Background: an optimization exercise with open tools, aiming at small area and few clock cycles per item. Do not read the settings as production practice. In this exercise RTL edits were held to simulation tests only and were not proved equivalent to the original.

==> flow/design.v <==
`default_nettype none
package dot_pkg;
   localparam int sample_w = 12;
   localparam int prod_w = 25;
   localparam int sum_w = 32;
   localparam int out_w = 24;
   localparam int dot_len = 5;
   localparam int mult_lat = 3;
endpackage
`default_nettype wire
`default_nettype none
module dot_prod_top #(
   parameter int sample_w = dot_pkg::sample_w,
   parameter int prod_w   = dot_pkg::prod_w,
   parameter int sum_w    = dot_pkg::sum_w,
   parameter int out_w    = dot_pkg::out_w,
   parameter int dot_len  = dot_pkg::dot_len
) (
   input  logic                       clk,
   input  logic                       rst_n_i,
   input  logic                       req_i,
   input  logic signed [sample_w-1:0] xi_i,
   input  logic signed [sample_w-1:0] xq_i,
   input  logic signed [sample_w-1:0] yi_i,
   input  logic signed [sample_w-1:0] yq_i,
   input  logic                       res_ack_i,
   output logic                       ack_o,
   output logic                       res_req_o,
   output logic signed [out_w-1:0]    res_i_o,
   output logic signed [out_w-1:0]    res_q_o
);
   localparam int acc_w = 2 * sample_w + 3;        
   localparam int shift = sum_w - out_w;           
   localparam int res_w = acc_w - shift;           
   logic req_s1, req_s2;
   logic ack_s1, ack_s2;
   logic signed [sample_w-1:0] r0, r1, r2, r3;
   logic [1:0] kph;       
   logic       a_is_i;    
   logic       pend;      
   logic [1:0] mcnt;      
   logic [2:0] bcnt;      
   logic       res_full;  
   logic signed [acc_w-1:0] acc_a, acc_b;
   logic act, last_step, cap, acc_free, clr, sub;
   logic [acc_w-1:0] base;
   always_ff @(posedge clk or negedge rst_n_i) begin
      if (!rst_n_i) begin
         req_s1 <= 1'b0;
         req_s2 <= 1'b0;
         ack_s1 <= 1'b0;
         ack_s2 <= 1'b0;
      end else begin
         req_s1 <= req_i;
         req_s2 <= req_s1;
         ack_s1 <= res_ack_i;
         ack_s2 <= ack_s1;
      end
   end
   assign acc_free  = !res_full || (res_req_o && ack_s2);
   assign act       = pend && (mcnt != 2'd0 || bcnt != 3'd0 || acc_free);
   assign last_step = act && (mcnt == 2'd3);
   assign cap       = req_s2 && !ack_o && (!pend || last_step) && !a_is_i;
   assign clr       = act && (bcnt == 3'd0) && !mcnt[1];
   assign sub       = (kph == 2'd2);
   always_ff @(posedge clk or negedge rst_n_i) begin
      if (!rst_n_i) begin
         ack_o    <= 1'b0;
         pend     <= 1'b0;
         mcnt     <= 2'd0;
         bcnt     <= 3'd0;
         res_full <= 1'b0;
         res_req_o <= 1'b0;
         a_is_i   <= 1'b0;
         kph      <= 2'd0;
      end else begin
         a_is_i <= !a_is_i;
         kph    <= cap ? 2'd0 : kph + 2'd1;
         if (cap)
            ack_o <= 1'b1;
         else if (!req_s2)
            ack_o <= 1'b0;
         if (act)
            mcnt <= mcnt + 2'd1;
         if (cap)
            pend <= 1'b1;
         else if (last_step)
            pend <= 1'b0;
         if (last_step)
            bcnt <= (bcnt == 3'(dot_len - 1)) ? 3'd0 : bcnt + 3'd1;
         if (last_step && bcnt == 3'(dot_len - 1))
            res_full <= 1'b1;
         else if (res_req_o && ack_s2)
            res_full <= 1'b0;
         if (res_req_o) begin
            if (ack_s2)
               res_req_o <= 1'b0;
         end else if ((res_full || (last_step && bcnt == 3'(dot_len - 1))) && !ack_s2)
            res_req_o <= 1'b1;
      end
   end
   always_ff @(posedge clk) begin
      if (cap) begin
         r0 <= xi_i;
         r1 <= yi_i;
         r2 <= xq_i;
         r3 <= yq_i;
      end else begin
         r0 <= r1;
         r1 <= r2;
         r2 <= r3;
         r3 <= r0;
      end
   end
   localparam int nd  = sample_w / 2;              
   localparam int rw  = sample_w + 1;              
   localparam logic [acc_w-1:0] sign_fix = 27'd128626688;
   logic [sample_w:0]  ybit;                       
   logic [sample_w+1:0] xext;                      
   logic [acc_w-1:0]   rows [nd];
   logic [nd-1:0]      ngs;
   logic [acc_w-1:0]   negs;
   logic [acc_w-1:0]   tot;
   assign ybit = {r1, 1'b0};
   assign xext = {r0[sample_w-1], r0, 1'b0};
   for (genvar j = 0; j < nd; j++) begin : g_row
      logic s1, s2;
      logic [rw-1:0] m;
      assign s1 = act & (ybit[2*j+1] ^ ybit[2*j]);
      assign s2 = act & ((ybit[2*j+2] & ~ybit[2*j+1] & ~ybit[2*j]) |
                         (~ybit[2*j+2] & ybit[2*j+1] & ybit[2*j]));
      assign ngs[j] = act & (ybit[2*j+2] ^ sub);
      for (genvar i = 0; i < rw; i++) begin : g_bit
         if (i == rw - 1)
            assign m[i] = ~(((s1 & xext[i+1]) | (s2 & xext[i])) ^ ngs[j]);
         else
            assign m[i] = ((s1 & xext[i+1]) | (s2 & xext[i])) ^ ngs[j];
      end
      assign rows[j] = acc_w'(m) << (2 * j);
   end
   always_comb begin
      negs = '0;
      for (int j = 0; j < nd; j++)
         negs[2*j] = ngs[j];
   end
   assign base = clr ? '0 : acc_a;
   assign tot  = base + rows[0] + rows[1] + rows[2] + rows[3] + rows[4] + rows[5]
                 + negs + sign_fix;
   always_ff @(posedge clk) begin
      acc_a <= acc_b;
      acc_b <= tot;
   end
   logic signed [acc_w-1:0] si, sq;
   assign si = a_is_i ? acc_a : acc_b;
   assign sq = a_is_i ? acc_b : acc_a;
   assign res_i_o = {{(out_w-res_w){si[acc_w-1]}}, si[acc_w-1:shift]};
   assign res_q_o = {{(out_w-res_w){sq[acc_w-1]}}, sq[acc_w-1:shift]};
endmodule
`default_nettype wire
==> flow/flow/run.sh <==
#!/bin/bash
# The standard layout, with the smallest buffer on the ports and a
# clock tree of small buffers without dummy loads.
export BUFFER_PORTS_ARGS="-buffer_cell sky130_fd_sc_hd__buf_1"
export CTS_ARGS="-sink_clustering_enable -repair_clock_nets -dont_use_dummy_load -buf_list sky130_fd_sc_hd__clkbuf_8 -sink_clustering_size 30 -sink_clustering_max_diameter 150"
bash standard.sh > standard.log 2>&1
==> flow/standard.sh <==
#!/bin/bash
# synth_recipe.tcl (not shown) runs the flow's synth.tcl, then flattens the netlist and writes it again
# the make line also repeats each setting of config.mk as NAME=value (left out here)
make -C /OpenROAD-flow-scripts/flow DESIGN_CONFIG=/design/flow/config.mk WORK_HOME=/design/flow/orfs CLKGATE_MAP_FILE= SYNTH_SCRIPT=/design/flow/synth_recipe.tcl "${@:-finish}"
==> flow/config.mk <==
export PLATFORM = sky130hd
export DESIGN_NAME = dot_prod_top
export DESIGN_NICKNAME = dot_prod_top
export VERILOG_FILES = /design/flow/design.v
export SDC_FILE = /design/flow/constraint.sdc
export NUM_CORES = 4
export LEC_CHECK = 0
export CAP_MARGIN = 20
export CORE_MARGIN = 2
export CORE_UTILIZATION = 40
export SLEW_MARGIN = 20
==> flow/constraint.sdc <==
create_clock -name core_clock -period 8.0 [get_ports {clk}]
set_input_delay 1.6000 -clock core_clock [delete_from_list [all_inputs] [get_ports {clk}]]
set_output_delay 1.6000 -clock core_clock [all_outputs]
set_load 0.01 [all_outputs]
==> results of run 1 <==
worst max path at each step:
stage	end	slack (ns)	cells after the start
2_1_floorplan	acc_b[26]	2.24	24
6_report	acc_b[26]	1.51	22
5_1_grt	acc_b[26]	1.09	20
3_3_place_gp	acc_b[26]	1.72	22
3_5_place_dp	acc_b[26]	1.62	22
4_1_cts	acc_b[26]	1.55	22
area by class of cell:
type	count	area share
tap	280	0.0361
clock buffer	17	0.0241
sequential	118	0.252
inverter	79	0.0305
timing repair buffer	112	0.0475
multi-input combinational	660	0.610
logic make-up (layout without fill, tap and decap cells):
| group | after synthesis | in the layout | synth area share |
|---|---|---|---|
| compound gates | 146 | 146 | 0.108 |
| fa+ha+maj | 139 | 139 | 0.245 |
| mux | 88 | 88 | 0.110 |
| flops | 118 | 118 | 0.273 |
| simple gates | 181 | 181 | 0.0941 |
| buf+inv | 144 | 208 | 0.0667 |
| xor+xnor | 106 | 106 | 0.104 |
flip-flops by register name (all words and copies together) (netlist names):
register	count
req_s1	1
ack_s1	1
req_s2	1
res_req_o	1
r2	12
r0	12
a_is_i	1
r3	12
mcnt	2
acc_a	27
pend	1
ack_s2	1
res_full	1
kph	2
ack_o	1
bcnt	3
r1	12
acc_b	27
cells in the final DEF, fill, tap and decap left out, drive strengths merged, types with 14 or more instances in the layout:
| master | instances |
|---|---|
| a21oi | 27 |
| a22oi | 55 |
| and2 | 16 |
| buf | 112 |
| clkbuf | 17 |
| dfrtp | 16 |
| dfxtp | 102 |
| fa | 60 |
| ha | 79 |
| inv | 79 |
| mux2 | 86 |
| nand2 | 67 |
| nand2b | 14 |
| nand3 | 16 |
| nor2 | 46 |
| o21ai | 35 |
| xnor2 | 78 |
| xor2 | 28 |
per-stage QoR:
| stage | std cells | setup WS (ns) |
|---|---|---|
| floorplan | 922 | 2.24 |
| global placement | 1249 | 1.72 |
| detailed placement | 1249 | 1.62 |
| CTS | 1266 | 1.55 |
| global route | 1266 | 1.09 |
| finish | 1266 | 1.51 |
critical path: stages (launching register included):
cell and delay [ns]:
dfrtp_1 0.40, inv_1 0.06, ha_1 0.26, nand2b_4 0.10
o21ai_1 0.05, buf_4 0.22, nor2_1 0.70, a22oi_1 0.18
xnor2_1 0.20, fa_1 0.57, fa_1 0.44, fa_1 0.55
inv_1 0.06, fa_1 0.54, inv_1 0.05, ha_1 0.36
a21o_1 0.21, a31o_1 0.20, or3_1 0.32, o21ai_2 0.24
a31oi_1 0.19, or4_1 0.42, nand4_1 0.09
per-layer routing:
metal	GRT usage	up-vias	wire, um
met4	0.0428	0	173
met5	0	-	0
met3	0.0392	13	1060
met2	0.266	140	8630
li1	-	3193	-
met1	0.248	3023	9990
==> impl_metrics.csv, run 1 <==
group,metric,value,unit
global_route,grt_pass1_wl,32.5,mm
timing,hold_viol,0,
clock_network,clk_latency,0.45,ns
clock_network,hold_buffers,0,
setup_path,worstPathRequired,8.37,ns
floorplanning,initial_core_util,0.409,
logic_synthesis,synth_warnings,2,
routing,vias,6369,
logic_synthesis,syn_avg_cell_area,9.71,sq um
worst_hold_path,holdPathEnd,"acc_a[3]",
logic_synthesis,yosysTopAreaCell,"dfxtp_1",
setup_path,regToRegSetupSlack,1.51,ns
finish,final_util,0.444,
clock_network,cts.sinks,118,
floorplanning,die_w,154,um
placed_design,placed_area,9480,sq um
setup_path,path_class,"register to register",
finish,ff_latch_area,2440,sq um
setup_path,r2r_start,"bcnt[0]",
setup_path,path_max_fanout,22,
logic_synthesis,synthDistinctLibCells,54,
finish,area_growth,8.47,%
logic_synthesis,seq_area_frac_synth,0.273,
timing,min_period_over_period,0.811,
finish,multiInputGateArea,5920,sq um
setup_path,cp-end-kind,"register",
clock_network,postCtsSetupBuffers,0,
logic_synthesis,syn_area,8950,sq um
floorplanning,die_area,23600,sq um
placed_design,port-buffer-count,101,
finish,stdcell_area,9710,sq um
worst_hold_path,hp-class,"register to register",
timing,fin_crit,6.49,ns
setup_path,start_kind,"register",
clock_network,cts_buffers,17,
placed_design,gp_congestion,0.861,
clock_network,cts.clk_slew.worst_paths,0.07,ns
logic_synthesis,synth_seq_cells,118,
finish,nets,1179,
finish,layout-drive-gt1-share,0.133,
routing,wl,19.9,mm
routing,dr.pass1.iters,5,
setup_path,startpoint,"bcnt[0]",
global_route,grt_max_degree,47,
logic_synthesis,synthFlopType,"dfxtp_1",
setup_path,rr_endpoint,"acc_b[26]",
logic_synthesis,synth_commonest_cells,"dfxtp_1 (102), mux2_2 (86), ha_1 (79)",
setup_path,cp.arrival,6.85,ns
timing,maxSlewViolCount,0,
worst_hold_path,hold-path-cell-count,0,
finish,n_antenna_cell,0,
floorplanning,boundaryPins,102,
logic_synthesis,synth-edff-count,0,
routing,ant_nets,0,
clock_network,cts_tree,"built",
routing,remaining_drc_errors,0,
placed_design,hpwl,15.1,mm
logic_synthesis,async_flop_share,0.136,
timing,max_slew_margin,0.400,
logic_synthesis,synth_fp_nets,1113,
setup_path,r2r_cells,22,
logic_synthesis,netlist_instances,922,
clock_network,h-tree-depth,4,
logic_synthesis,synthTopCellsByArea,"dfxtp_1 (23%), fa_1 (13%), ha_1 (11%), mux2_2 (11%), xnor2_1 (7.6%)",
clock_network,root_buffer,"clkbuf_8",
routing,drtIter0Drc,487,
clock_network,cts_buffer_depth,2,
timing,setup_viol,0,
worst_hold_path,holdCritStartpoint,"acc_b[3]",
timing,whs,0.323,ns
clock_network,cts_resized,0,
timing,fin_tns_setup,0,ns
status,status,"complete, no violations",
logic_synthesis,synth_top_area_frac,0.228,
floorplanning,core-area,21900,sq um
timing,fmax,0.154,GHz
global_route,antenna_found_initial,0,
floorplanning,std_cell_rows,54,
timing,clock_skew,0.0366,ns
run,cap_violations,0,
timing,rsz0062_at_grt,"false",
global_route,grt_pass1_vias,6221,
finish,fillerInstances,2160,
logic_synthesis,yosysMostFrequentCell,"dfxtp_1",
timing,tightest_slew,0.899,ns
global_route,overflow,0,
global_route,grt_use_total,0.173,
routing,vias_per_cell,5.03,
floorplanning,die-height,154,um
routing,wl_per_cell,15.7,um
Testbench counts, summed over its fixed seeds: cycles 9,612, results 320.
==> inputs of run 2 (changes only) <==
==> flow/flow/run.sh (replaced) <==
#!/bin/bash
# Layout flow: the standard flow (standard.sh) with three changes that
# only affect cell choice, not the design or its constraints:
#  - ABC maps the synthesized logic with an area-oriented script
#    (flow/abc_area_nf.script) instead of the speed script; synthesis is
#    otherwise synth_recipe.tcl unchanged (same passes, flatten, renames);
#  - the port buffers that ORFS inserts are sky130_fd_sc_hd__buf_1;
#  - the clock tree uses the buffers in flow/cts_buf and no dummy loads.
# make's output goes to standard.log here; each tool's full log is under
# orfs/logs.
set -euo pipefail
here=$(pwd)
{
  printf 'proc abc {args} {\n'
  printf '  set i [lsearch -exact $args -script]\n'
  printf '  if {$i >= 0} { lset args [expr {$i + 1}] %s/flow/abc_area_nf.script }\n' "$here"
  printf '  yosys abc {*}$args\n'
  printf '}\n'
  cat synth_recipe.tcl
} > my_synth.tcl
sed "s#SYNTH_SCRIPT=[^ ]*#SYNTH_SCRIPT=$here/my_synth.tcl#" standard.sh > my_standard.sh
grep -q "SYNTH_SCRIPT=$here/my_synth.tcl" my_standard.sh
export BUFFER_PORTS_ARGS="-buffer_cell sky130_fd_sc_hd__buf_1"
export CTS_ARGS="-sink_clustering_enable -repair_clock_nets -dont_use_dummy_load -buf_list {$(cat flow/cts_buf)}"
bash my_standard.sh > standard.log 2>&1
==> flow/flow/abc_area_nf.script (new file) <==
&get -n
&st
&dch
&nf -a
&put
topo
stime -c
==> flow/flow/cts_buf (new file) <==
sky130_fd_sc_hd__clkbuf_4 sky130_fd_sc_hd__clkbuf_8
==> run 2 against run 1 <==
Clock skew down 0.0070 ns. Non-clock buffer count fell by 2. Sequential share of layout area grew 0.73 points. Synthesized cell count decreased by 12%. Cell area fell by 2.9%. First-iteration DRC count down 29%.
==> impl_metrics.csv, run 2 <==
group,metric,value,unit
timing,tightest_slew,0.931,ns
timing,fmax,0.158,GHz
finish,reg.largest.list,"acc_a x27, acc_b x27",
finish,layout-drive-gt1-share,0.0303,
routing,vias_per_cell,5.04,
logic_synthesis,netlist_instances,808,
logic_synthesis,async_flop_share,0.136,
floorplanning,boundaryPins,102,
clock_network,cts.sinks,118,
logic_synthesis,synth_seq_cells,118,
setup_path,crit_chain,"clkinv_1 -> ha_1 -> nand3b_1 -> o21a_1 -> nand2_1 -> clkinv_1 -> xnor2_1 -> fa_1 -> fa_1 -> clkinv_1 -> fa_1 -> clkinv_1 -> fa_1 -> ha_1 -> a21oi_1 -> a21boi_0 -> o21ai_0 -> a31oi_1 -> xnor2_1",
logic_synthesis,synth_warnings,2,
clock_network,cts.clk_slew.worst_paths,0.06,ns
setup_path,worstPathRequired,8.36,ns
timing,clock_skew,0.0296,ns
logic_synthesis,yosysMostFrequentCell,"dfxtp_1",
clock_network,cts_buffers,17,
clock_network,postCtsSetupBuffers,0,
setup_path,path_max_fanout,14,
logic_synthesis,seq_area_frac_synth,0.289,
worst_hold_path,hp-class,"register to register",
clock_network,clk_latency,0.45,ns
routing,wl,18.5,mm
routing,vias,6057,
global_route,grt_pass1_vias,5999,
setup_path,cp-end-kind,"register",
logic_synthesis,synth_fp_nets,999,
floorplanning,die-height,149,um
placed_design,post-place-cells,1183,
timing,rsz0062_at_grt,"false",
routing,wl_per_cell,15.4,um
timing,hold_viol,0,
finish,final_util,0.452,
timing,maxSlewViolCount,0,
routing,dr.pass1.iters,5,
timing,max_slew_margin,0.377,
finish,stdcell_area,9430,sq um
timing,setup_viol,0,
setup_path,cp.arrival,6.69,ns
logic_synthesis,synthFlopType,"dfxtp_1",
global_route,grt_use_total,0.175,
finish,final_cells,1201,
logic_synthesis,synth-edff-count,0,
floorplanning,std_cell_rows,53,
worst_hold_path,holdCritStartpoint,"acc_b[6]",
floorplanning,die_w,149,um
setup_path,startpoint,"bcnt[0]",
finish,final_common_cell,"dfxtp_1",
logic_synthesis,synthTopCellsByArea,"dfxtp_1 (24%), fa_1 (14%), ha_1 (12%), mux2_1 (11%), xnor2_1 (6.6%)",
setup_path,r2r_cells,19,
logic_synthesis,synthDistinctLibCells,34,
floorplanning,die_area,22300,sq um
run,cap_violations,0,
global_route,grt_max_degree,44,
logic_synthesis,synth_commonest_cells,"dfxtp_1 (102), mux2_1 (86), ha_1 (79)",
timing,min_period_over_period,0.790,
logic_synthesis,yosysTopAreaCell,"dfxtp_1",
timing,fin_tns_setup,0,ns
clock_network,cts_resized,0,
floorplanning,core-area,20900,sq um
logic_synthesis,syn_area,8460,sq um
routing,remaining_drc_errors,0,
placed_design,port-buffer-count,101,
setup_path,critPathMaxStageDelay,0.55,ns
global_route,overflow,0,
clock_network,root_buffer,"clkbuf_8",
setup_path,r2r_start,"bcnt[0]",
setup_path,cp_slowest_cell,"fa_1",
placed_design,placed_area,9200,sq um
floorplanning,initial_core_util,0.405,
finish,area_growth,11.4,%
finish,layout_common_cells,"dfxtp_1 (102), buf_1 (101), mux2_1 (86), ha_1 (79), clkinv_1 (76)",
finish,fillerInstances,2030,
setup_path,start_kind,"register",
clock_network,hold_buffers,0,
timing,fin_crit,6.32,ns
routing,drtIter0Drc,347,
status,status,"complete, no violations",
clock_network,cts_buffer_depth,2,
setup_path,path_class,"register to register",
logic_synthesis,synth_top_area_frac,0.241,
global_route,antenna_found_initial,1,
global_route,grt_pass1_wl,30.5,mm
routing,ant_nets,0,
logic_synthesis,syn_avg_cell_area,10.5,sq um
worst_hold_path,hold-path-cell-count,0,
clock_network,cts_tree,"built",
placed_design,hpwl,14.3,mm
clock_network,h-tree-depth,4,
finish,nets,1118,
placed_design,gp_congestion,0.876,
## run 2: worst max-delay path, delay by kind of cell (launching register included)
family,cells,cell delay (ns)
compound gates,5,1.54
flops,1,0.38
buf+inv,4,0.75
simple gates,2,0.33
xor+xnor,2,0.60
fa+ha+maj,6,2.66
## run 2: per-layer routing
| layer | vias to the layer above | global-route usage | routed length, um |
|---|---|---|---|
| li1 | 3026 | - | - |
| met1 | 2821 | 0.249 | 9380 |
| met2 | 189 | 0.264 | 7780 |
| met3 | 21 | 0.0418 | 1110 |
| met4 | 0 | 0.0510 | 244 |
| met5 | - | 0 | 0 |
## run 2: logic make-up (layout without fill, tap and decap cells)
| group | Yosys count | count (layout) | synth area share |
|---|---|---|---|
| multiplexers | 86 | 86 | 0.114 |
| AND/OR/NAND/NOR | 107 | 107 | 0.0569 |
| other | 0 | 1 | 0 |
| flip-flops | 118 | 118 | 0.289 |
| XOR/XNOR | 115 | 115 | 0.119 |
| adder cells (fa/ha/maj) | 139 | 139 | 0.259 |
| AO/OA/AOI/OAI | 157 | 157 | 0.120 |
| buffers and inverters | 86 | 203 | 0.0426 |
## run 2: layout make-up
cell class	count	area, sq um	share of cell area
repair buffers	110	447	0.0474
multi-input cells	604	5680	0.602
inverters	76	285	0.0302
well taps	275	344	0.0365
clock buffers	17	234	0.0248
flip-flops and latches	118	2440	0.259
diodes	1	2.50	0.000265
## run 2: per-stage QoR
| stage | hold slack [ns] | setup WS, ns |
|---|---|---|
| global route | 0.339 | 1.07 |
| detailed placement | 0.313 | 1.71 |
| global placement | 0.310 | 1.55 |
| CTS | 0.327 | 1.70 |
| floorplan | 0.310 | 2.06 |
| finish | 0.327 | 1.68 |
## run 2: path summary, 6_finish.rpt
| path | endpoint | slack [ns] |
|---|---|---|
| max | acc_b[16] | 1.68 |
| min | acc_a[6] | 0.33 |
| max reg2reg | acc_b[16] | 1.68 |
| min reg2reg | acc_a[6] | 0.33 |
| max in group asynchronous | pend | 6.20 |
| min in group asynchronous | ack_s1 | 1.25 |
==> inputs of run 3 (changes only) <==
==> flow/flow/cts_buf (replaced) <==
sky130_fd_sc_hd__clkbuf_8
==> run 3 against run 2 <==
Still clean. Largest cell class unchanged. Critical endpoint unchanged. Synthesized area unchanged. Core utilization unchanged. Synthesized cell count stayed put. Critical path depth is the same.
==> impl_metrics.csv, run 3 <==
group,metric,value,unit
status,status,"complete, no violations",
logic_synthesis,synthDistinctLibCells,34,
floorplanning,die-height,149,um
setup_path,cp-end-kind,"register",
finish,layout-drive-gt1-share,0.0303,
timing,fin_crit,6.32,ns
clock_network,postCtsSetupBuffers,0,
finish,area_growth,11.4,%
placed_design,hpwl,14.3,mm
global_route,antenna_found_initial,1,
timing,fmax,0.158,GHz
timing,min_period_over_period,0.790,
clock_network,hold_buffers,0,
setup_path,crit_chain,"clkinv_1 -> ha_1 -> nand3b_1 -> o21a_1 -> nand2_1 -> clkinv_1 -> xnor2_1 -> fa_1 -> fa_1 -> clkinv_1 -> fa_1 -> clkinv_1 -> fa_1 -> ha_1 -> a21oi_1 -> a21boi_0 -> o21ai_0 -> a31oi_1 -> xnor2_1",
setup_path,path_class,"register to register",
finish,reg.largest.list,"acc_a x27, acc_b x27",
logic_synthesis,synthTopCellsByArea,"dfxtp_1 (24%), fa_1 (14%), ha_1 (12%), mux2_1 (11%), xnor2_1 (6.6%)",
clock_network,cts_tree,"built",
floorplanning,std_cell_rows,53,
floorplanning,die_w,149,um
timing,fin_tns_setup,0,ns
placed_design,port-buffer-count,101,
logic_synthesis,synth_top_area_frac,0.241,
timing,tightest_slew,0.931,ns
routing,dr.pass1.iters,5,
timing,clock_skew,0.0296,ns
timing,maxSlewViolCount,0,
setup_path,path_max_fanout,14,
placed_design,gp_congestion,0.876,
finish,layout_common_cells,"dfxtp_1 (102), buf_1 (101), mux2_1 (86), ha_1 (79), clkinv_1 (76)",
timing,rsz0062_at_grt,"false",
logic_synthesis,synth_warnings,2,
global_route,grt_use_total,0.175,
finish,ff_latch_area,2440,sq um
logic_synthesis,seq_area_frac_synth,0.289,
logic_synthesis,netlist_instances,808,
finish,nets,1118,
setup_path,crit_buf_inv,4,
logic_synthesis,yosysMostFrequentCell,"dfxtp_1",
routing,wl_per_cell,15.4,um
global_route,grt_pass1_wl,30.5,mm
setup_path,cp_slowest_cell,"fa_1",
floorplanning,boundaryPins,102,
routing,vias_per_cell,5.04,
routing,wl,18.5,mm
clock_network,clk_latency,0.45,ns
timing,max_slew_margin,0.377,
routing,ant_nets,0,
run,cap_violations,0,
logic_synthesis,synth_seq_cells,118,
logic_synthesis,syn_area,8460,sq um
clock_network,cts.sinks,118,
global_route,overflow,0,
placed_design,post-place-cells,1183,
logic_synthesis,synth-edff-count,0,
routing,remaining_drc_errors,0,
setup_path,crit_family,"adder cells",
finish,fillerInstances,2030,
clock_network,cts.clk_slew.worst_paths,0.06,ns
clock_network,cts_buffers,17,
floorplanning,core-area,20900,sq um
clock_network,h-tree-depth,4,
global_route,grt_pass1_vias,5999,
clock_network,root_buffer,"clkbuf_8",
global_route,grt_max_degree,44,
finish,final_cells,1201,
logic_synthesis,synth_commonest_cells,"dfxtp_1 (102), mux2_1 (86), ha_1 (79)",
routing,drtIter0Drc,347,
setup_path,critPathMaxStageDelay,0.55,ns
placed_design,dp_slack,1.71,ns
floorplanning,die_area,22300,sq um
setup_path,cp.arrival,6.69,ns
setup_path,worstPathRequired,8.36,ns
clock_network,cts_buffer_depth,2,
logic_synthesis,async_flop_share,0.136,
clock_network,cts_resized,0,
timing,layout_setup_ws,1.68,ns
floorplanning,initial_core_util,0.405,
finish,multiInputGateArea,5680,sq um
logic_synthesis,yosysTopAreaCell,"dfxtp_1",
logic_synthesis,synth_fp_nets,999,
logic_synthesis,synthFlopType,"dfxtp_1",
finish,final_common_cell,"dfxtp_1",
routing,vias,6057,
setup_path,start_kind,"register",
timing,hold_viol,0,
timing,setup_viol,0,
logic_synthesis,syn_avg_cell_area,10.5,sq um
worst_hold_path,hp-class,"register to register",
[run 3: cell counts after synthesis]
Identical to the previous run, type by type.
[run 3: final cells by class]
| cell class | count | area share |
|---|---|---|
| antenna | 1 | 0.000265 |
| clock buffer | 17 | 0.0248 |
| inverter | 76 | 0.0302 |
| multi-input combinational | 604 | 0.602 |
| sequential | 118 | 0.259 |
| tap | 275 | 0.0365 |
| timing repair buffer | 110 | 0.0474 |
[run 3: final timing paths]
kind | startpoint | end | slack, ns | cells past startpoint
max | bcnt[0] | acc_b[16] | 1.68 | 19
min | acc_b[6] | acc_a[6] | 0.33 | 0
max reg2reg | bcnt[0] | acc_b[16] | 1.68 | 19
min reg2reg | acc_b[6] | acc_a[6] | 0.33 | 0
max in group asynchronous | rst_n_i | pend | 6.20 | 1
min in group asynchronous | rst_n_i | ack_s1 | 1.25 | 1
[run 3: stage by stage]
step	hold slack, ns	utilization	cell area (sq um)
floorplan	0.310	-	8460
global placement	0.310	0.440	9190
detailed placement	0.313	0.440	9200
CTS	0.327	0.451	9430
global route	0.339	0.451	9430
finish	0.327	0.452	9430
[run 3: routing by layer]
layer / global-route usage / share of wire / routed length [um]
met1: 0.249 / 0.51 / 9380
met2: 0.264 / 0.42 / 7780
met3: 0.0418 / 0.060 / 1110
met4: 0.0510 / 0.013 / 244
met5: 0 / 0 / 0
[run 3: cells by family (layout without fill, tap and decap cells)]
kind of cell,Yosys count,after routing,synth area share
AO/OA/AOI/OAI,157,157,0.120
adder cells (fa/ha/maj),139,139,0.259
flip-flops,118,118,0.289
XOR/XNOR,115,115,0.119
AND/OR/NAND/NOR,107,107,0.0569
multiplexers,86,86,0.114
buffers and inverters,86,203,0.0426
other,0,1,0

-- port drivers added, routing unchanged --
The results above use ideal ports. As a check the final layouts listed here were re-extracted and re-timed, cells and wires unchanged. Step 1 (the two cells are an assumption about what drives the block):
set clk [get_ports {clk}]
set_driving_cell -lib_cell sky130_fd_sc_hd__clkbuf_16 $clk
set_driving_cell -lib_cell sky130_fd_sc_hd__buf_2 [delete_from_list [all_inputs] $clk]
Step 2 also shifts input and output timing later by t, the mid clock arrival at the registers, as if the neighbouring blocks saw the same clock. Slacks: ideal ports / drivers / drivers and shift; pairs: ideal ports / drivers.
run	shift t [ns]	setup slack, ns	latest minus earliest clock arrival (ns)	slew at the worst register clock pin (ns)
run 1	0.477	1.515 / 1.515 / 1.515	0.036 / 0.037	0.09 / 0.09
run 2	0.475	1.678 / 1.678 / 1.678	0.030 / 0.030	0.08 / 0.08
run 3	0.475	1.678 / 1.678 / 1.678	0.030 / 0.030	0.08 / 0.08
After both steps every run listed still meets setup and hold.
